Context: an optimization exercise on an open-source flow, tuned for small area, a short achievable clock period and few clock cycles per item. The choices shown serve that exercise and are no tape-out recipe. No functional check of the RTL was part of any run shown here.

$ cat design/flow/design.v
package sst3_pkg;
  localparam int unsigned CharWidth    = 8;
  localparam int unsigned LargestWidth = 32;
  localparam int unsigned TopSumWidth  = 34;
  localparam int unsigned DigitWidth   = 4;
  localparam logic [CharWidth-1:0] CharZero    = 8'h30;
  localparam logic [CharWidth-1:0] CharNine    = 8'h39;
  localparam logic [CharWidth-1:0] CharNewline = 8'h0A;
endpackage
module sst3_add #(
  parameter int unsigned W    = 32,
  parameter int unsigned ARCH = 0,
  parameter bit          LATE = 1'b0
) (
  input  logic [W-1:0] a_i,
  input  logic [W-1:0] b_i,
  input  logic         c_i,
  output logic [W-1:0] s_o,
  output logic         c_o
);
  localparam int unsigned L = $clog2(W);
  logic [W-1:0] p, g0;
  logic [W-1:0] gg [L+1];
  logic [W-1:0] pp [L+1];
  logic [W:0]   c;
  assign p  = a_i ^ b_i;
  assign g0 = a_i & b_i;
  always_comb begin
    gg[0] = g0;
    pp[0] = p;
    if (!LATE) gg[0][0] = g0[0] | (p[0] & c_i);
    for (int l = 1; l <= L; l++) begin
      gg[l] = gg[l-1];
      pp[l] = pp[l-1];
    end
    if (ARCH == 0) begin
      for (int l = 0; l < L; l++) begin
        for (int i = 0; i < W; i++) begin
          if ((i >> l) & 1) begin
            gg[l+1][i] = gg[l][i] | (pp[l][i] & gg[l][((i >> l) << l) - 1]);
            pp[l+1][i] = pp[l][i] & pp[l][((i >> l) << l) - 1];
          end else begin
            gg[l+1][i] = gg[l][i];
            pp[l+1][i] = pp[l][i];
          end
        end
      end
    end else if (ARCH == 1) begin
      for (int l = 0; l < L; l++) begin
        for (int i = 0; i < W; i++) begin
          if (((i + 1) % (2 << l)) == 0) begin
            gg[L][i] = gg[L][i] | (pp[L][i] & gg[L][i - (1 << l)]);
            pp[L][i] = pp[L][i] & pp[L][i - (1 << l)];
          end
        end
      end
      for (int l = L - 2; l >= 0; l--) begin
        for (int i = 0; i < W; i++) begin
          if (((i + 1) % (2 << l)) == (1 << l) && i >= (2 << l)) begin
            gg[L][i] = gg[L][i] | (pp[L][i] & gg[L][i - (1 << l)]);
            pp[L][i] = pp[L][i] & pp[L][i - (1 << l)];
          end
        end
      end
    end else begin
      for (int i = 1; i < W; i++) begin
        gg[L][i] = gg[L][i] | (pp[L][i] & gg[L][i-1]);
      end
    end
  end
  always_comb begin
    c[0] = c_i;
    for (int i = 0; i < W; i++) c[i+1] = LATE ? (gg[L][i] | (pp[L][i] & c_i)) : gg[L][i];
  end
  assign s_o = p ^ c[W-1:0];
  assign c_o = c[W];
endmodule
module segmented_sum_top3_tracker #(
  parameter int unsigned SUM_WIDTH = 32,
  parameter int unsigned TOP_COUNT = 3
) (
  input  logic                    clk_i,
  input  logic                    rst_ni,
  input  logic                    in_valid_i,
  output logic                    in_ready_o,
  input  logic [sst3_pkg::CharWidth-1:0]    in_char_i,
  input  logic                    in_eoi_i,
  output logic                    out_valid_o,
  input  logic                    out_ready_i,
  output logic [sst3_pkg::LargestWidth-1:0] out_largest_o,
  output logic [sst3_pkg::TopSumWidth-1:0]  out_top3_o,
  output logic                    out_closed_o
);
  localparam int unsigned SW     = 32;
  localparam int unsigned ARCH_L = 0;
  localparam int unsigned ARCH_G = 0;
  localparam int unsigned ARCH_S = 0;
  function automatic logic gt_tree(input logic [SW-1:0] a, input logic [SW-1:0] b);
    logic [SW-1:0] g, e;
    g = a & ~b;
    e = ~(a ^ b);
    for (int w = SW / 2; w >= 1; w = w / 2) begin
      for (int i = 0; i < w; i++) begin
        g[i] = g[2*i+1] | (e[2*i+1] & g[2*i]);
        e[i] = e[2*i+1] & e[2*i];
      end
    end
    gt_tree = g[0];
  endfunction
  typedef struct packed {
    logic       eoi;
    logic       dig;
    logic       nl;
    logic [3:0] d;
  } byte_t;
  byte_t in_dec;
  assign in_dec.eoi = in_eoi_i;
  assign in_dec.dig = !in_eoi_i && (in_char_i[7:4] == 4'h3) && (!in_char_i[3] || (in_char_i[2:1] == 2'b00));
  assign in_dec.nl  = !in_eoi_i && (in_char_i == sst3_pkg::CharNewline);
  assign in_dec.d   = in_char_i[3:0];
  logic  adv;
  logic  v1, vs, v2, c2, v3, closed3;
  byte_t b1, bs;
  logic  acc;
  assign adv        = !v3 || out_ready_i;
  assign in_ready_o = !vs;
  assign acc        = in_valid_i && !vs;
  always_ff @(posedge clk_i or negedge rst_ni) begin
    if (!rst_ni) begin
      v1 <= 1'b0;
      vs <= 1'b0;
    end else begin
      if (adv || !v1) v1 <= vs || acc;
      vs <= !adv && (vs || (v1 && acc));
    end
  end
  always_ff @(posedge clk_i) begin
    if (adv || !v1) b1 <= vs ? bs : in_dec;
    if (!vs) bs <= in_dec;
  end
  logic [SW-1:0] line_q, group_q;
  logic          has_q;
  logic          a1, a2;
  logic          line_end, close_grp;
  logic [SW-1:0] line_ten, line_sat;
  logic          line_ovf;
  logic [4:0]    line_lo;
  logic [SW-5:0] line_hi;
  logic [SW-1:0] group_add;
  logic          group_cy;
  logic [SW-1:0] group_sat;
  assign a1        = adv && v1;
  assign a2        = adv && v2 && c2;
  assign line_end  = b1.nl || b1.eoi;
  assign close_grp = b1.eoi || (b1.nl && !has_q);
  assign line_lo = {1'b0, line_q[0], 3'b000} + {1'b0, line_q[2:0], 1'b0} + {1'b0, b1.d};
  sst3_add #(.W(SW-4), .ARCH(ARCH_L), .LATE(1'b1)) u_line_add (
    .a_i(line_q[SW-4:1]), .b_i(line_q[SW-2:3]), .c_i(line_lo[4]), .s_o(line_hi), .c_o()
  );
  assign line_ten = {line_hi, line_lo[3:0]};
  assign line_ovf = gt_tree(line_q, 32'd429496729) || ((line_q == 32'd429496729) && (b1.d > 4'd5));
  assign line_sat = line_ovf ? '1 : line_ten;
  sst3_add #(.W(SW), .ARCH(ARCH_G)) u_group_add (
    .a_i(group_q), .b_i(line_q), .c_i(1'b0), .s_o(group_add), .c_o(group_cy)
  );
  assign group_sat = group_cy ? '1 : group_add;
  always_ff @(posedge clk_i or negedge rst_ni) begin
    if (!rst_ni) begin
      line_q  <= '0;
      has_q   <= 1'b0;
      group_q <= '0;
    end else begin
      if (a1 && b1.dig) begin
        line_q <= line_sat;
        has_q  <= 1'b1;
      end else if (a1 && line_end) begin
        line_q <= '0;
        has_q  <= 1'b0;
      end
      if (a1 && line_end && has_q) group_q <= group_sat;
      else if (a2) group_q <= '0;
    end
  end
  always_ff @(posedge clk_i or negedge rst_ni) begin
    if (!rst_ni) begin
      v2 <= 1'b0;
      c2 <= 1'b0;
      v3 <= 1'b0;
    end else if (adv) begin
      v2 <= v1;
      c2 <= v1 && close_grp;
      v3 <= v2;
    end
  end
  always_ff @(posedge clk_i) begin
    if (adv) closed3 <= c2;
  end
  logic [SW-1:0] top0_q, top1_q, top2_q;
  logic [SW+1:0] sum_q;
  logic          gt0, gt1, gt2;
  logic [SW+1:0] s_x, s_y, s_z, s_sum, s_car, s_new;
  assign gt0 = gt_tree(group_q, top0_q);
  assign gt1 = gt_tree(group_q, top1_q);
  assign gt2 = gt_tree(group_q, top2_q);
  assign s_x   = sum_q;
  assign s_y   = {2'b00, group_q};
  assign s_z   = {2'b11, ~top0_q};
  assign s_sum = s_x ^ s_y ^ s_z;
  assign s_car = {(s_x[SW:0] & s_y[SW:0]) | (s_x[SW:0] & s_z[SW:0]) | (s_y[SW:0] & s_z[SW:0]), 1'b0};
  sst3_add #(.W(SW+2), .ARCH(ARCH_S)) u_sum_add (
    .a_i(s_sum), .b_i(s_car), .c_i(1'b1), .s_o(s_new), .c_o()
  );
  always_ff @(posedge clk_i or negedge rst_ni) begin
    if (!rst_ni) begin
      top0_q <= '0;
      top1_q <= '0;
      top2_q <= '0;
      sum_q  <= '0;
    end else if (a2 && gt0) begin
      top2_q <= gt2 ? group_q : top2_q;
      top1_q <= gt2 ? top2_q : (gt1 ? group_q : top1_q);
      top0_q <= gt1 ? top1_q : group_q;
      sum_q  <= s_new;
    end
  end
  assign out_valid_o   = v3;
  assign out_largest_o = top2_q;
  assign out_top3_o    = sum_q;
  assign out_closed_o  = closed3;
endmodule
$ cat design/flow/run.sh
#!/bin/bash
# synth_recipe.tcl (not shown) runs the flow's synth.tcl, then flattens the netlist and writes it again
# the make line also repeats each setting of config.mk as NAME=value (left out here)
make -C /OpenROAD-flow-scripts/flow DESIGN_CONFIG=/design/flow/config.mk WORK_HOME=/design/flow/orfs CLKGATE_MAP_FILE= SYNTH_SCRIPT=/design/flow/synth_recipe.tcl finish
$ cat design/flow/config.mk
export PLATFORM = sky130hd
export DESIGN_NAME = segmented_sum_top3_tracker
export DESIGN_NICKNAME = segmented_sum_top3_tracker
export VERILOG_FILES = /design/flow/design.v
export SDC_FILE = /design/flow/constraint.sdc
export NUM_CORES = 4
export LEC_CHECK = 0
export ABC_CLOCK_PERIOD_IN_PS = 3000
export CAP_MARGIN = 20
export CORE_MARGIN = 8
export CORE_UTILIZATION = 40
export SETUP_SLACK_MARGIN = 5
export SLEW_MARGIN = 20
$ cat design/flow/constraint.sdc
create_clock -name core_clock -period 9.0 [get_ports {clk_i}]
set_input_delay 1.8000 -clock core_clock [delete_from_list [all_inputs] [get_ports {clk_i}]]
set_output_delay 1.8000 -clock core_clock [all_outputs]
set_load 0.01 [all_outputs]
==> run summary, run 1 <==
* Status: finished clean
* Hold Path Class: flop to flop
* Slew margin rel. at 0.365
* Max Buffers Root-to-Sink at 3
* Most common cell in the netlist: inv_1
* CTS tree: built
* CP endpoint kind: flop
* Fmax at 251 MHz
* H-tree depth at 1
* Final Util at 0.473
* Number of port buffers at 81
* DRT Pass-1 Iters at 4
* Skew-Pair Late Insertion Delay at 560 ps
* Slowest CP cell: fa_2
* Die Area at 0.0451 sq mm
* Routed WL at 37300 um
* Yosys top cell area share at 0.324
* Crit path largest cell delay at 590 ps
* Largest net degree at the start of global routing at 95
* Core area at 0.0384 sq mm
* Post-Synthesis Cell Area at 0.0154 sq mm
* Synth unique cells at 67
* Global-route wire length before repair at 61100 um
* Crit path cell chain: inv_4 > fa_2 > inv_2 > ha_4 > nand4_1 > nor3_4 > a211oi_2 > buf_4 > a211oi_4 > o21ai_4 > a31oi_4 > a21oi_2 > o21bai_1 > fa_1 > mux2_2
* Commonest cells in the netlist: 243 x inv_1, 200 x dfrtp_1, 184 x ha_1
* CTS Sinks at 215
* Vias in the first global route at 11792
* ANT nets after route at 0
* Max Clock Skew at 37.5 ps
* Slew Viols, Final at 0
* I/O pin total at 82
* Die height at 212 um
* Crit path kind: flop to flop
* N_diodes at 0
* Post-route clock period utilization at 0.442
* Worst Path Arrival at 4420 ps
* Multi-input gate area at 0.00914 sq mm
* Layout cells sized above 1 at 0.0956
* Via Count at 11903
* Mean Syn Cell Area at 9.32 sq um
* Number of synthesized flops with an enable pin at 8
* Max Cap Viol at 0
* Yosys reg bits at 215
* Post-DP HPWL at 27800 um
* Area growth, synth to finish at 17.8%
* Finished Layout Cells at 2297
* Fin Setup TNS at 0 ps
* # DRC at 0
* Root Driver: clkbuf_16
* Final min period at 3980 ps
* RSZ-0062 raised after global routing: yes
* Final-report hold violation count at 0
* DR WL/cell at 16.2 um
* Yosys warning count at 10
* Syn nets at 1899
* FP Rows at 72
* Worst-path clk slew at 60 ps
* Die span in x at 212 um
* Final Wtd Congestion at 0.883
* Via/cell ratio at 5.18
* Initial DRC count at 539
* Initial Util at 0.402
* Seq. cell area at 0.00541 sq mm
* Startpoint Class: flop
* Register area share after synthesis at 0.349
* Remaining global-route overflow at 0
* Worst EP required at 9440 ps
* Setup violations, final at 0
* Fillers at 3602
* Top cells by area, synth: dfrtp_1 32%, ha_1 15%, fa_1 6.0%, inv_1 5.9%, a21oi_1 4.9%
* Delay-heaviest family, CP: adder cells
* Total CTS buffers at 26
* Buf/Inv on CP at 3
* Inst Count DP at 2212
* Post-synth ARST share at 0.930
* Fin nets at 2002
* Area leader, netlist: dfrtp_1
* Ys flop type: dfrtp_1
* Max Fanout on Critical Path at 6
* Gate Count Post-Synth at 1656
* Worst hold slack at 471 ps
* Initial antenna violation count at 0
* Worst-margin pin slew at 952 ps
* Gr usage total at 0.164
==> logic make-up (layout without fill, tap and decap cells) <==
group                    Yosys count  in the layout  share of synthesized area
AO/OA/AOI/OAI                    443            445                      0.180
XOR/XNOR                          67             67                     0.0380
adder cells (fa/ha/maj)          230            230                      0.209
buffers and inverters            299            420                     0.0746
flip-flops                       215            215                      0.349
multiplexers                      72             72                     0.0474
AND/OR/NAND/NOR                  330            330                      0.102
==> cell type report <==
type / count / area share
inverter: 245 / 0.0510
multi-input combinational: 1144 / 0.503
clock buffer: 33 / 0.0389
sequential: 215 / 0.298
tap: 518 / 0.0357
clock inverter: 15 / 0.00668
timing repair buffer: 127 / 0.0668
==> flip-flops by register name, indices dropped and copies added, names as in the netlist <==
register,cells
b1,7
bs,7
c2,1
closed3,1
group_q,32
has_q,1
line_q,32
sum_q,34
top0_q,32
top1_q,32
top2_q,32
v1,1
v2,1
v3,1
vs,1
==> through the flow <==
step | cell area [sq um] | setup WS [ps]
2_1_floorplan | 15400 | 5290
3_3_place_gp | 16800 | 3950
3_5_place_dp | 16800 | 3890
4_1_cts | 17800 | 5010
5_1_grt | 18200 | 4880
6_report | 18200 | 5020
==> layout by cell type, fill, tap and decap left out, types with 18 or more instances in the layout <==
master             n
inv_1            235
dfrtp_1          179
ha_1             177
a21oi_1          151
nand2_1          132
o21ai_0          107
clkdlybuf4s50_1   80
mux2i_1           63
nor3_1            56
nor2_1            45
fa_1              44
buf_4             42
xor2_1            34
a221o_1           34
xnor2_1           33
a21o_1            29
clkbuf_16         26
a31oi_1           21
dfrtp_2           21
o21a_1            20
nand3_1           18
==> layer usage <==
layer  vias to the layer above  share of wire  global-route usage  wire [um]
met5                         -              0                   0          0
met1                      5634           0.49               0.230      18200
met2                       192           0.46               0.267      17000
met3                        53          0.030              0.0171       1130
met4                         0          0.024              0.0416        906
li1                       6024              -                   -          -
==> what timing repair did <==
action / in CTS / in global routing
pin swaps: 4 / 17
resized for setup: 33 / 40
setup endpoints to repair: 132 / 64
gates cloned: 2 / 1
hold buffers: 0 / 0
setup buffers: 7 / 27
==> worst paths after layout <==
| kind | slack, ps | end | cells after the start | from |
|---|---|---|---|---|
| hold reg to reg | 470 | bs[5]$_DFF_P_ | 2 | bs[5]$_DFF_P_ |
| setup / recovery | 5020 | sum_q[32]$_DFFE_PN0P_ | 15 | group_q[16]$_DFFE_PN0P_ |
| hold / removal | 470 | bs[5]$_DFF_P_ | 2 | bs[5]$_DFF_P_ |
| min in group asynchronous | 1240 | sum_q[33]$_DFFE_PN0P_ | 1 | rst_ni |
| setup reg to reg | 5020 | sum_q[32]$_DFFE_PN0P_ | 15 | group_q[16]$_DFFE_PN0P_ |
| max in group asynchronous | 6300 | group_q[5]$_DFFE_PN0P_ | 2 | rst_ni |
==> worst register-to-register path, stage by stage, from the launching register on <==
cell	delay (ps)
dfrtp_2	450
inv_4	60
fa_2	590
inv_2	50
ha_4	260
nand4_1	210
nor3_4	320
a211oi_2	110
buf_4	160
a211oi_4	310
o21ai_4	120
a31oi_4	220
a21oi_2	100
o21bai_1	200
fa_1	450
mux2_2	280
==> run 2: changes to the inputs <==
--- a/design/flow/design.v
+++ b/design/flow/design.v
@@ -97,11 +97,11 @@
   localparam int unsigned ARCH_S = 0;
   function automatic logic gt_tree(input logic [SW-1:0] a, input logic [SW-1:0] b);
-    logic [SW-1:0] g, e;
+    logic [SW-1:0] g, t;
     g = a & ~b;
-    e = ~(a ^ b);
+    t = a | ~b;
     for (int w = SW / 2; w >= 1; w = w / 2) begin
       for (int i = 0; i < w; i++) begin
-        g[i] = g[2*i+1] | (e[2*i+1] & g[2*i]);
-        e[i] = e[2*i+1] & e[2*i];
+        g[i] = g[2*i+1] | (t[2*i+1] & g[2*i]);
+        t[i] = g[2*i+1] | (t[2*i+1] & t[2*i]);
       end
     end
==> run 2 against run 1 <==
Compared with the run above: still clean on timing, DRC and antenna; die area shrank 1.4%; synthesized area down 1.5%; cell count is 1.6% higher; count of clock-buffer cells in the layout rose by 3; maximum frequency shrank 0.51%; setup slack got worse by 20 ps; critical path type unchanged; critical endpoint is now sum_q[33]$_DFFE_PN0P_; highest routed layer unchanged.
==> run summary, run 2 <==
* Fin Setup TNS at 0 ps (unchanged)
* Fin nets at 1952 (-2.5%)
* Setup violations, final at 0 (unchanged)
* Die Area at 0.0445 sq mm (-1.4%)
* Die height at 211 um (-0.70%)
* Worst Path Arrival at 4410 ps (about the same)
* Initial DRC count at 864 (+60%)
* Most common cell after layout, fill and taps aside: a21oi_1
* Yosys warning count at 10 (unchanged)
* R2R Path Start: group_q[17]$_DFFE_PN0P_
* Initial Util at 0.404 (+0.00236)
* Slew margin rel. at 0.375 (+0.00975)
* Hold path cells at 2 (unchanged)
* Most frequent cells in the layout: 211 x a21oi_1, 191 x inv_1, 179 x dfrtp_1, 117 x nor2_1, 107 x nand2_1
* Worst-margin pin slew at 938 ps (-14.6 ps)
* R2R cell count at 17 (+2)
* Routed WL at 40500 um (+8.6%)
* Layout cells sized above 1 at 0.101 (+0.00592)
* Remaining global-route overflow at 0 (unchanged)
* H-tree depth at 1 (unchanged)
* Most common cell in the netlist: a21oi_1
* Worst Hold Launch: bs[4]$_DFF_P_
* I/O pin total at 82 (unchanged)
* Final min period at 4000 ps (+20.3 ps)
* Syn nets at 1850 (-2.6%)
* DRT Pass-1 Iters at 5 (+1)
* Top cells by area, synth: dfrtp_1 33%, ha_1 7.5%, a21oi_1 7.1%, fa_1 6.1%, inv_1 4.9%
* Final instance area at 0.0181 sq mm (-0.21%)
* Biggest register: sum_q
* Post-synth ARST share at 0.930 (unchanged)
* Core area at 0.0376 sq mm (-2.1%)
* Largest net degree at the start of global routing at 105 (+11%)
* Ys flop type: dfrtp_1
* Number of port buffers at 81 (unchanged)
* RSZ-0062 raised after global routing: yes
* Gate Count Post-Synth at 1700 (+2.7%)
* Worst r2r dst: sum_q[33]$_DFFE_PN0P_
* Global-route wire length before repair at 65800 um (+7.7%)
* FP Rows at 71 (-1.4%)
* Fmax at 250 MHz (-0.51%)
* ANT nets after route at 0 (unchanged)
* Max Clock Skew at 25.3 ps (-12.2 ps)
* CP endpoint kind: flop
* Via Count at 12617 (+6.0%)
* Hold Path End: bs[4]$_DFF_P_
* Root Driver: clkbuf_16
* Crit path kind: flop to flop
* Die span in x at 211 um (-0.70%)
* Final Wtd Congestion at 0.885 (+0.27%)
* Total CTS buffers at 27 (+3.8%)
* Vias in the first global route at 12492 (+5.9%)
* Register area share after synthesis at 0.354 (+0.00535)
* Initial antenna violation count at 0 (unchanged)
* N_diodes at 0 (unchanged)
* Max Cap Viol at 0 (unchanged)
* Max Fanout on Critical Path at 6 (unchanged)
* Status: finished clean
* Slew Viols, Final at 0 (unchanged)
* Yosys top cell area share at 0.329 (+0.00497)
* Worst EP required at 9410 ps (-30 ps)
* Post-route clock period utilization at 0.445 (+0.00226)
* Gr usage total at 0.178 (+0.0140)
* Max Buffers Root-to-Sink at 3 (unchanged)
* Worst-path clk slew at 60 ps (about the same)
* Largest register FFs at 34 (unchanged)
* DR WL/cell at 17.3 um (+6.9%)
* Skew-Pair Late Insertion Delay at 550 ps (about the same)
* Area growth, synth to finish at 19.3%
* CTS Sinks at 215 (unchanged)
* Synth unique cells at 71 (+6.0%)
* Hold_buf cts at 0 (unchanged)
* Commonest cells in the netlist: 215 x a21oi_1, 200 x dfrtp_1, 197 x inv_1
* CTS tree: built
* Startpoint Class: flop
* Post-Synthesis Cell Area at 0.0152 sq mm (-1.5%)
* Area leader, netlist: dfrtp_1
* # DRC at 0 (unchanged)
* Post-DP HPWL at 27800 um (about the same)
* Reg-to-reg setup timing slack at 5000 ps (-20 ps)
* DP Area at 0.0165 sq mm (-1.4%)
* Mean Syn Cell Area at 8.94 sq um (-4.1%)
* Final-report hold violation count at 0 (unchanged)
* Yosys reg bits at 215 (unchanged)
* Via/cell ratio at 5.41 (+4.3%)
* Number of synthesized flops with an enable pin at 8 (unchanged)
* Hold Path Class: flop to flop
-- run 2: cell count changes in the layout (fill, tap and decap cells not counted), moves of 25 or more --
| cell | before | now |
|---|---|---|
| a21oi_1 | 151 | 211 |
| nand2_1 | 132 | 107 |
| ha_1 | 177 | 91 |
| o2bb2ai_1 | 0 | 30 |
| a221o_1 | 34 | 3 |
| nor3_1 | 56 | 16 |
| inv_1 | 235 | 191 |
| maj3_1 | 0 | 55 |
| nor2_1 | 45 | 117 |
| mux2i_1 | 63 | 19 |
| a22oi_1 | 2 | 37 |
-- run 2: how the worst max path moves through the flow --
stage                             from               endpoint  depth (start not counted)
2_1_floorplan   group_q[0]$_DFFE_PN0P_  sum_q[33]$_DFFE_PN0P_                         17
3_3_place_gp               out_ready_i  top2_q[0]$_DFFE_PN0P_                         10
3_5_place_dp               out_ready_i  top2_q[0]$_DFFE_PN0P_                         10
4_1_cts           sum_q[0]$_DFFE_PN0P_  sum_q[33]$_DFFE_PN0P_                         17
5_1_grt           sum_q[0]$_DFFE_PN0P_  sum_q[33]$_DFFE_PN0P_                         17
6_report       group_q[17]$_DFFE_PN0P_  sum_q[33]$_DFFE_PN0P_                         17
-- run 2: final cells by class --
class	instances	area, sq um
well taps	511	639
repair buffers	140	1400
clock buffers	36	759
clock inverters	14	183
flip-flops and latches	215	5410
fillers	3522	19400
multi-input cells	1212	8950
inverters	206	788
-- run 2: kinds of logic (layout without fill, tap and decap cells) --
group | Yosys count | in the layout | share of synthesized area
DFF | 215 | 215 | 0.354
muxes | 41 | 41 | 0.0288
buffers and inverters | 274 | 396 | 0.0695
xor gates and xnor gates | 74 | 74 | 0.0427
and+or+nand+nor | 373 | 374 | 0.115
AOI/OAI and AO/OA | 527 | 527 | 0.215
adders and majority gates | 196 | 196 | 0.175
-- run 2: metrics by stage --
stage | hold slack [ps] | utilization | cells | worst slack, ps
floorplan | 427 | - | 1700 | 5010
global placement | 442 | 0.440 | 2237 | 3440
detailed placement | 457 | 0.440 | 2237 | 3420
CTS | 472 | 0.476 | 2314 | 4950
global route | 487 | 0.483 | 2334 | 4760
finish | 469 | 0.483 | 2334 | 5000
-- run 2: what timing repair did --
action | 4_1_cts | 5_1_grt
endpoints found under the setup margin | 132 | 103
buffers inserted | 25 | 16
pin swaps | 11 | 5
cloned | 2 | 4
resized for setup | 51 | 23
endpoints found under the hold margin | 0 | 0
-- run 2: worst max-delay path, cell delays in order, from the launching register on --
cell      delay, ps
dfrtp_2         380
inv_2            90
fa_1            510
inv_1            40
ha_1            360
a21o_1          220
a21oi_2         190
o21ai_1         120
a221o_1         340
a31oi_4         260
o21ai_4         120
o311ai_2        250
nand2b_1        130
a21o_1          180
fa_2            330
xnor2_1         140
nand2_1          80
xnor2_1         120
-- run 2: metal layers --
| layer | up-vias | part of all wire | wire length (um) | track usage |
|---|---|---|---|---|
| met4 | 0 | 0.027 | 1080 | 0.0507 |
| met3 | 62 | 0.041 | 1650 | 0.0217 |
| li1 | 6162 | - | - | - |
| met2 | 264 | 0.46 | 18800 | 0.289 |
| met1 | 6129 | 0.47 | 18900 | 0.247 |
| met5 | - | 0 | 0 | 0 |
==> run 3: changes to the inputs <==
==> design/flow/design.v (replaced) <==
package sst3_pkg;
  localparam int unsigned CharWidth    = 8;
  localparam int unsigned LargestWidth = 32;
  localparam int unsigned TopSumWidth  = 34;
  localparam int unsigned DigitWidth   = 4;
  localparam logic [CharWidth-1:0] CharZero    = 8'h30;
  localparam logic [CharWidth-1:0] CharNine    = 8'h39;
  localparam logic [CharWidth-1:0] CharNewline = 8'h0A;
endpackage
module segmented_sum_top3_tracker #(
  parameter int unsigned SUM_WIDTH = 32,
  parameter int unsigned TOP_COUNT = 3
) (
  input  logic                    clk_i,
  input  logic                    rst_ni,
  input  logic                    in_valid_i,
  output logic                    in_ready_o,
  input  logic [sst3_pkg::CharWidth-1:0]    in_char_i,
  input  logic                    in_eoi_i,
  output logic                    out_valid_o,
  input  logic                    out_ready_i,
  output logic [sst3_pkg::LargestWidth-1:0] out_largest_o,
  output logic [sst3_pkg::TopSumWidth-1:0]  out_top3_o,
  output logic                    out_closed_o
);
  localparam int unsigned SW = 32;
  typedef struct packed {
    logic       eoi;
    logic       dig;
    logic       nl;
    logic [3:0] d;
  } byte_t;
  byte_t in_dec;
  assign in_dec.eoi = in_eoi_i;
  assign in_dec.dig = !in_eoi_i && (in_char_i[7:4] == 4'h3) && (!in_char_i[3] || (in_char_i[2:1] == 2'b00));
  assign in_dec.nl  = !in_eoi_i && (in_char_i == sst3_pkg::CharNewline);
  assign in_dec.d   = in_char_i[3:0];
  logic  adv;
  logic  v1, vs, v2, c2, v3, closed3;
  byte_t b1, bs;
  logic  acc;
  assign adv        = !v3 || out_ready_i;
  assign in_ready_o = !vs;
  assign acc        = in_valid_i && !vs;
  always_ff @(posedge clk_i or negedge rst_ni) begin
    if (!rst_ni) begin
      v1 <= 1'b0;
      vs <= 1'b0;
    end else begin
      if (adv || !v1) v1 <= vs || acc;
      vs <= !adv && (vs || (v1 && acc));
    end
  end
  always_ff @(posedge clk_i) begin
    if (adv || !v1) b1 <= vs ? bs : in_dec;
    if (!vs) bs <= in_dec;
  end
  logic [SW-1:0] line_q, group_q;
  logic          has_q;
  logic          a1, a2;
  logic          line_end, close_grp;
  logic [SW-1:0] line_ten, line_sat;
  logic          line_ovf;
  logic [SW:0]   group_plus;
  logic [SW-1:0] group_sat;
  assign a1        = adv && v1;
  assign a2        = adv && v2 && c2;
  assign line_end  = b1.nl || b1.eoi;
  assign close_grp = b1.eoi || (b1.nl && !has_q);
  assign line_ten = (line_q << 3) + (line_q << 1) + SW'(b1.d);
  assign line_ovf = (line_q > 32'd429496729) || ((line_q == 32'd429496729) && (b1.d > 4'd5));
  assign line_sat = line_ovf ? '1 : line_ten;
  assign group_plus = {1'b0, group_q} + {1'b0, line_q};
  assign group_sat  = group_plus[SW] ? '1 : group_plus[SW-1:0];
  always_ff @(posedge clk_i or negedge rst_ni) begin
    if (!rst_ni) begin
      line_q  <= '0;
      has_q   <= 1'b0;
      group_q <= '0;
    end else begin
      if (a1 && b1.dig) begin
        line_q <= line_sat;
        has_q  <= 1'b1;
      end else if (a1 && line_end) begin
        line_q <= '0;
        has_q  <= 1'b0;
      end
      if (a1 && line_end && has_q) group_q <= group_sat;
      else if (a2) group_q <= '0;
    end
  end
  always_ff @(posedge clk_i or negedge rst_ni) begin
    if (!rst_ni) begin
      v2 <= 1'b0;
      c2 <= 1'b0;
      v3 <= 1'b0;
    end else if (adv) begin
      v2 <= v1;
      c2 <= v1 && close_grp;
      v3 <= v2;
    end
  end
  always_ff @(posedge clk_i) begin
    if (adv) closed3 <= c2;
  end
  logic [SW-1:0] top0_q, top1_q, top2_q;
  logic [SW+1:0] sum_q;
  logic          gt0, gt1, gt2;
  assign gt0 = group_q > top0_q;
  assign gt1 = group_q > top1_q;
  assign gt2 = group_q > top2_q;
  always_ff @(posedge clk_i or negedge rst_ni) begin
    if (!rst_ni) begin
      top0_q <= '0;
      top1_q <= '0;
      top2_q <= '0;
      sum_q  <= '0;
    end else if (a2 && gt0) begin
      top2_q <= gt2 ? group_q : top2_q;
      top1_q <= gt2 ? top2_q : (gt1 ? group_q : top1_q);
      top0_q <= gt1 ? top1_q : group_q;
      sum_q  <= sum_q + {2'b00, group_q} - {2'b00, top0_q};
    end
  end
  assign out_valid_o   = v3;
  assign out_largest_o = top2_q;
  assign out_top3_o    = sum_q;
  assign out_closed_o  = closed3;
endmodule
--- a/design/flow/config.mk
+++ b/design/flow/config.mk
@@ -6,8 +6,6 @@
 export NUM_CORES = 4
 export LEC_CHECK = 0
-export ABC_CLOCK_PERIOD_IN_PS = 3000
 export CAP_MARGIN = 20
 export CORE_MARGIN = 8
 export CORE_UTILIZATION = 40
-export SETUP_SLACK_MARGIN = 5
 export SLEW_MARGIN = 20
==> run 3 against run 2 <==
Compared with the run above: wire length up 8.5%; sequential share of layout area fell by 2.9 points; critical path type is now input port to flop; clock skew up 4.5 ps; via count up 14%; global-route usage shrank 0.68 points; register-to-register slack worse by 240 ps; count of clock-buffer cells in the layout shrank 4; worst hold slack worse by 1.7 ps.
==> run summary, run 3 <==
* Post-Synthesis Cell Area at 0.0177 sq mm (+17%)
* Synth unique cells at 89 (+25%)
* Area leader, netlist: dfrtp_1
* Yosys top cell area share at 0.282 (-0.0473)
* DP Area at 0.0190 sq mm (+15%)
* Most common cell after layout, fill and taps aside: inv_1
* Final Wtd Congestion at 0.942 (+6.4%)
* Most common cell in the netlist: inv_1
* Max Buffers Root-to-Sink at 3 (unchanged)
* I/O pin total at 82 (unchanged)
* Reg-to-reg setup timing slack at 4760 ps (-240 ps)
* Ys flop type: dfrtp_1
* Crit path kind: input port to flop
* Initial Util at 0.403 (-0.00136)
* Area growth, synth to finish at 12.7%
* Final instance area at 0.0200 sq mm (+10%)
* Worst-margin pin slew at 1010 ps (+70.0 ps)
* Fin Setup TNS at 0 ps (unchanged)
* Postcts setup bufs at 0 (-100%)
* Fin nets at 2351 (+20%)
* Most frequent cells in the layout: 250 x inv_1, 220 x ha_1, 200 x dfrtp_1, 186 x nand2_1, 168 x a21oi_1
* CP startpoint: out_ready_i
* Final min period at 4780 ps (+776 ps)
* Post-synth ARST share at 0.930 (unchanged)
* Slew Viols, Final at 0 (unchanged)
* Seq. cell area at 0.00539 sq mm (-0.49%)
* Status: finished clean
* DR WL/cell at 16.3 um (-6.0%)
* RSZ-0062 raised after global routing: no
* Die height at 227 um (+7.4%)
* Multi-input gate area at 0.0110 sq mm (+23%)
* Largest register FFs at 34 (unchanged)
* Worst hold slack at 467 ps (-1.69 ps)
* Yosys warning count at 1 (-9)
* Initial DRC count at 957 (+11%)
* Biggest register: sum_q
* Commonest cells in the netlist: 250 x inv_1, 220 x ha_1, 200 x dfrtp_1
* Die Area at 0.0514 sq mm (+15%)
* Syn nets at 2309 (+25%)
* Final Util at 0.454 (-0.0284)
* Slowest CP cell: o31a_2
* Routed WL at 43900 um (+8.5%)
* Root Driver: clkbuf_16
* Gr usage total at 0.171 (-0.00679)
* Total CTS buffers at 27 (unchanged)
* FP Rows at 77 (+8.5%)
* Setup violations, final at 0 (unchanged)
* Via/cell ratio at 5.36 (-0.91%)
* Register area share after synthesis at 0.303 (-0.0509)
* CTS tree: built
* Initial antenna violation count at 0 (unchanged)
* Post-DP HPWL at 33700 um (+21%)
* Resized cells post-CTS at 0 (-100%)
* Max Clock Skew at 29.9 ps (+4.54 ps)
* Slew margin rel. at 0.328 (-0.0467)
* Remaining global-route overflow at 0 (unchanged)
* Max Cap Viol at 0 (unchanged)
* Worst Hold Launch: bs[5]$_DFF_P_
* Hold_buf cts at 0 (unchanged)
* Crit path largest cell delay at 860 ps (+350 ps)
* Top cells by area, synth: dfrtp_1 28%, ha_1 16%, inv_1 5.3%, a21oi_1 4.7%, o21ai_0 4.1%
* Mean Syn Cell Area at 8.69 sq um (-2.7%)
* Layout cells sized above 1 at 0.0779 (-0.0235)
* Top cell by count, worst path: buf_4
* Worst EP required at 9480 ps (+70 ps)
* Vias in the first global route at 14381 (+15%)
* H-tree depth at 1 (unchanged)
* Max Fanout on Critical Path at 65 (+59)
* Post-route clock period utilization at 0.531 (+0.0862)
* Number of port buffers at 81 (unchanged)
* Crit path cell chain: clkdlybuf4s50_1 > nor2b_1 > inv_2 > nand3_1 > buf_4 > o21bai_4 > o21bai_2 > o31a_2 > buf_4 > o21ai_0 > o21ai_2
* Fillers at 4213 (+20%)
* Fmax at 209 MHz (-16%)
* R2R Path Start: group_q[29]$_DFFE_PN0P_
* Via Count at 14441 (+14%)
* Final-report hold violation count at 0 (unchanged)
* # DRC at 0 (unchanged)
* N_diodes at 0 (unchanged)
* Worst Path Arrival at 5250 ps (+840 ps)
* Hold Path Class: flop to flop
* Die span in x at 227 um (+7.4%)
* ANT nets after route at 0 (unchanged)
* Gate Count Post-Synth at 2041 (+20%)
* Yosys reg bits at 215 (unchanged)
* Number of synthesized flops with an enable pin at 8 (unchanged)
* CTS Sinks at 215 (unchanged)
* CP endpoint kind: flop
* Skew-Pair Late Insertion Delay at 570 ps (+20 ps)
* Worst-path clk slew at 60 ps (about the same)
* Largest net degree at the start of global routing at 85 (-19%)
* DRT Pass-1 Iters at 5 (unchanged)
* Global-route wire length before repair at 73400 um (+12%)
* Core area at 0.0440 sq mm (+17%)
* Startpoint Class: input port
-- run 3: routing by layer --
metal	vias up	global-route usage	wire (um)
met2	255	0.292	20500
met5	-	0	0
met3	70	0.0156	1410
met1	6824	0.230	20900
li1	7292	-	-
met4	0	0.0460	1070
-- run 3: logic make-up (layout without fill, tap and decap cells) --
| group | count (synthesis) | after routing | share of synthesized area |
|---|---|---|---|
| DFF | 215 | 215 | 0.303 |
| AOI/OAI and AO/OA | 663 | 663 | 0.251 |
| muxes | 11 | 11 | 0.00677 |
| and+or+nand+nor | 485 | 485 | 0.127 |
| adders and majority gates | 255 | 255 | 0.195 |
| xor gates and xnor gates | 80 | 80 | 0.0395 |
| buffers and inverters | 332 | 395 | 0.0777 |
-- run 3: final timing paths --
| check | to | depth (start not counted) |
|---|---|---|
| setup / recovery | top2_q[29]$_DFFE_PN0P_ | 11 |
| hold / removal | bs[5]$_DFF_P_ | 2 |
| setup reg to reg | top2_q[29]$_DFFE_PN0P_ | 10 |
| hold reg to reg | bs[5]$_DFF_P_ | 2 |
| max in group asynchronous | line_q[31]$_DFFE_PN0P_ | 2 |
| min in group asynchronous | sum_q[0]$_DFFE_PN0P_ | 1 |
-- run 3: area by class of cell --
cell class,instances,area share
Multi-Input combinational cell,1494,0.551
Clock buffer,32,0.0362
Timing Repair Buffer,94,0.0460
Sequential cell,215,0.269
Clock inverter,18,0.0133
Inverter,251,0.0471
Tap cell,592,0.0370
-- run 3: worst max-delay path, delay by kind of cell --
| family | cells | cell delay [ps] |
|---|---|---|
| compound gates | 5 | 1550 |
| buf+inv | 4 | 1480 |
| simple gates | 2 | 370 |
-- run 3: stage by stage --
stage          worst slack, ps  instances
4_1_cts                   4250       2695
5_1_grt                   3910       2696
3_3_place_gp              3730       2645
6_report                  4220       2696
3_5_place_dp              3640       2645
2_1_floorplan             5550       2041
==> run 4: changes to the inputs <==
--- a/design/flow/config.mk
+++ b/design/flow/config.mk
@@ -6,6 +6,8 @@
 export NUM_CORES = 4
 export LEC_CHECK = 0
+export ABC_CLOCK_PERIOD_IN_PS = 3000
 export CAP_MARGIN = 20
 export CORE_MARGIN = 8
 export CORE_UTILIZATION = 40
+export SETUP_SLACK_MARGIN = 5
 export SLEW_MARGIN = 20
==> run 4 against run 3 <==
Compared with the run above: core utilization is 0.26 points higher; worst hold slack stayed put; non-clock buffer count is 1 higher; highest routed layer unchanged; cell area is 0.56% higher; setup slack better by 910 ps; synthesized cell count stayed put; wire length is 1.9% higher.
==> run summary, run 4 <==
* Via Count at 14507 (+0.46%)
* Initial antenna violation count at 0 (unchanged)
* Worst-path clk slew at 60 ps (about the same)
* Yosys reg bits at 215 (unchanged)
* Worst Path Arrival at 4360 ps (-890 ps)
* Most common cell after layout, fill and taps aside: inv_1
* Area growth, synth to finish at 13.3%
* Mean Syn Cell Area at 8.69 sq um (unchanged)
* Final min period at 3870 ps (-911 ps)
* DR WL/cell at 16.6 um (+1.8%)
* Startpoint Class: input port
* Number of synthesized flops with an enable pin at 8 (unchanged)
* Worst-margin pin slew at 1160 ps (+150 ps)
* Core area at 0.0440 sq mm (unchanged)
* Layout cells sized above 1 at 0.0830 (+0.00503)
* Global-route wire length before repair at 74500 um (+1.5%)
* Fillers at 4204 (-0.21%)
* Root Driver: clkbuf_16
* Max Fanout on Critical Path at 33 (-49%)
* H-tree depth at 1 (unchanged)
* Skew-Pair Late Insertion Delay at 580 ps (about the same)
* Initial DRC count at 961 (+0.42%)
* Number of port buffers at 81 (unchanged)
* Yosys top cell area share at 0.282 (unchanged)
* Die span in x at 227 um (unchanged)
* Ys flop type: dfrtp_1
* Status: finished clean
* CTS Sinks at 215 (unchanged)
* Post-DP HPWL at 33700 um (unchanged)
* Yosys warning count at 1 (unchanged)
* Crit path cell chain: clkdlybuf4s50_1 > nor2b_2 > inv_2 > nand3_1 > buf_6 > o21bai_4 > o21bai_2 > o31a_4 > a21oi_4 > buf_4 > a2bb2oi_1
* Fmax at 259 MHz (+24%)
* ANT nets after route at 0 (unchanged)
* Setup WS post-layout at 5130 ps (+911 ps)
* Vias in the first global route at 14506 (+0.87%)
* Biggest register: sum_q
* Crit path kind: input port to flop
* Slew Viols, Final at 0 (unchanged)
* DRT Pass-1 Iters at 5 (unchanged)
* Setup violations, final at 0 (unchanged)
* Synth unique cells at 89 (unchanged)
* Final-report hold violation count at 0 (unchanged)
* Register area share after synthesis at 0.303 (unchanged)
* Largest net degree at the start of global routing at 85 (unchanged)
* Pre-CTS setup slack at 3640 ps (unchanged)
* Fin nets at 2356 (+0.21%)
* Area leader, netlist: dfrtp_1
* Max Cap Viol at 0 (unchanged)
* N_diodes at 0 (unchanged)
* Syn nets at 2309 (unchanged)
* Post-route clock period utilization at 0.430 (-0.101)
* Routed WL at 44800 um (+1.9%)
* Most frequent cells in the layout: 250 x inv_1, 220 x ha_1, 198 x dfrtp_1, 186 x nand2_1, 168 x a21oi_1
* Initial Util at 0.403 (unchanged)
* I/O pin total at 82 (unchanged)
* Via/cell ratio at 5.37 (+0.27%)
* Total CTS buffers at 27 (unchanged)
* Remaining global-route overflow at 0 (unchanged)
* CP endpoint kind: flop
* Crit path largest cell delay at 470 ps (-390 ps)
* Post-synth ARST share at 0.930 (unchanged)
* FP Rows at 77 (unchanged)
* Largest register FFs at 34 (unchanged)
* Post-Synthesis Cell Area at 0.0177 sq mm (unchanged)
* Slowest CP cell: clkdlybuf4s50_1
* Die Area at 0.0514 sq mm (unchanged)
* Die height at 227 um (unchanged)
* Final Wtd Congestion at 0.942 (unchanged)
* Fin Setup TNS at 0 ps (unchanged)
* Hold Path Class: flop to flop
* Commonest cells in the netlist: 250 x inv_1, 220 x ha_1, 200 x dfrtp_1
* Top cells by area, synth: dfrtp_1 28%, ha_1 16%, inv_1 5.3%, a21oi_1 4.7%, o21ai_0 4.1%
* Most common cell in the netlist: inv_1
* # DRC at 0 (unchanged)
* Gate Count Post-Synth at 2041 (unchanged)
* CTS tree: built
* Worst EP required at 9490 ps (about the same)
* Max Clock Skew at 31.4 ps (+1.55 ps)
* Max Buffers Root-to-Sink at 3 (unchanged)
* RSZ-0062 raised after global routing: no
* Slew margin rel. at 0.224 (-0.104)
* Hold_buf cts at 0 (unchanged)
* Gr usage total at 0.174 (+0.00302)
==> run 4: worst paths after layout <==
path / startpoint / end / slack, ps / depth (start not counted)
worst max-delay path: out_ready_i / top1_q[3]$_DFFE_PN0P_ / 5130 / 11
worst max register to register: group_q[11]$_DFFE_PN0P_ / sum_q[30]$_DFFE_PN0P_ / 5180 / 13
max in group asynchronous: rst_ni / group_q[2]$_DFFE_PN0P_ / 6350 / 2
worst min register to register: bs[5]$_DFF_P_ / bs[5]$_DFF_P_ / 470 / 2
worst min-delay path: bs[5]$_DFF_P_ / bs[5]$_DFF_P_ / 470 / 2
min in group asynchronous: rst_ni / sum_q[0]$_DFFE_PN0P_ / 1270 / 1
==> run 4: cells by family (layout without fill, tap and decap cells) <==
group                    Yosys count  after routing  share of synthesized area
AO/OA/AOI/OAI                    663            666                      0.251
AND/OR/NAND/NOR                  485            486                      0.127
buffers and inverters            332            396                     0.0777
adder cells (fa/ha/maj)          255            255                      0.195
flip-flops                       215            215                      0.303
XOR/XNOR                          80             80                     0.0395
multiplexers                      11             11                    0.00677
==> run 4: timing repair <==
action,4_1_cts,5_1_grt
cloned,4,0
gates resized for setup,8,8
pin swaps,1,0
setup buffers,2,0
endpoints found under the setup margin,121,109
==> run 4: layout make-up <==
class                      instances  area [sq um]  area share
clock buffer                      32           724      0.0360
timing repair buffer              95           943      0.0469
sequential                       215          5390       0.268
tap                              592           741      0.0368
clock inverter                    18           265      0.0132
inverter                         251           942      0.0469
multi-input combinational       1498         11100       0.552
==> run 4: per-stage QoR <==
stage          hold slack (ps)  cell area, sq um  utilization  instances
2_1_floorplan              427             17700            -       2041
3_3_place_gp               454             19000        0.431       2645
3_5_place_dp               460             19000        0.431       2645
4_1_cts                    476             20100        0.456       2701
5_1_grt                    484             20100        0.457       2701
6_report                   467             20100        0.457       2701
==> run 4: worst max-delay path: cells and delay by family <==
kind / cells / cell delay (ps)
AO/OA/AOI/OAI: 5 / 1110
AND/OR/NAND/NOR: 2 / 170
buffers and inverters: 4 / 1240
==> run 4: layer usage <==
layer  up-vias  wire length [um]  global-route usage  share of wire
met2       269             21100               0.300           0.47
met5         -                 0                   0              0
met3        67              1570              0.0155          0.035
li1       7322                 -                   -              -
met1      6849             21000               0.232           0.47
met4         0              1060              0.0469          0.024

## static timing again, ports no longer ideal
In the flow no input, the clock included, has a driving cell. The finished layouts below were timed again as built, in two steps.
Step 1 sets driving cells, clkbuf_16 on the clock port and buf_2 on the other inputs (assumed; they add their load-dependent delay and slew).
Step 2, shift: input delay + t, output delay - t, t = (earliest + latest rising clock arrival at the registers) / 2. This alone moves slack from input paths to output paths.
a / b / c = ideal / step 1 / step 2; a / b = the first two.
run | shift t [ns] | setup WS [ns] | hold slack, ns | worst register clock-pin slew, ns | cell pins on the clock port's net
run 1 | 0.591 | 5.019 / 5.019 / 4.653 | 0.471 / 0.471 / 0.471 | 0.06 / 0.06 | 1
run 2 | 0.587 | 4.999 / 4.999 / 4.528 | 0.469 / 0.469 / 0.469 | 0.06 / 0.06 | 1
run 3 | 0.613 | 4.223 / 4.253 / 3.641 | 0.467 / 0.467 / 0.467 | 0.06 / 0.06 | 1
run 4 | 0.614 | 5.134 / 5.161 / 4.547 | 0.467 / 0.467 / 0.467 | 0.06 / 0.06 | 1
After both steps every run listed still meets setup and hold. For run 4, which loses most, drivers alone change the setup slack by +0.027 ns; drivers and shift together by -0.587 ns.
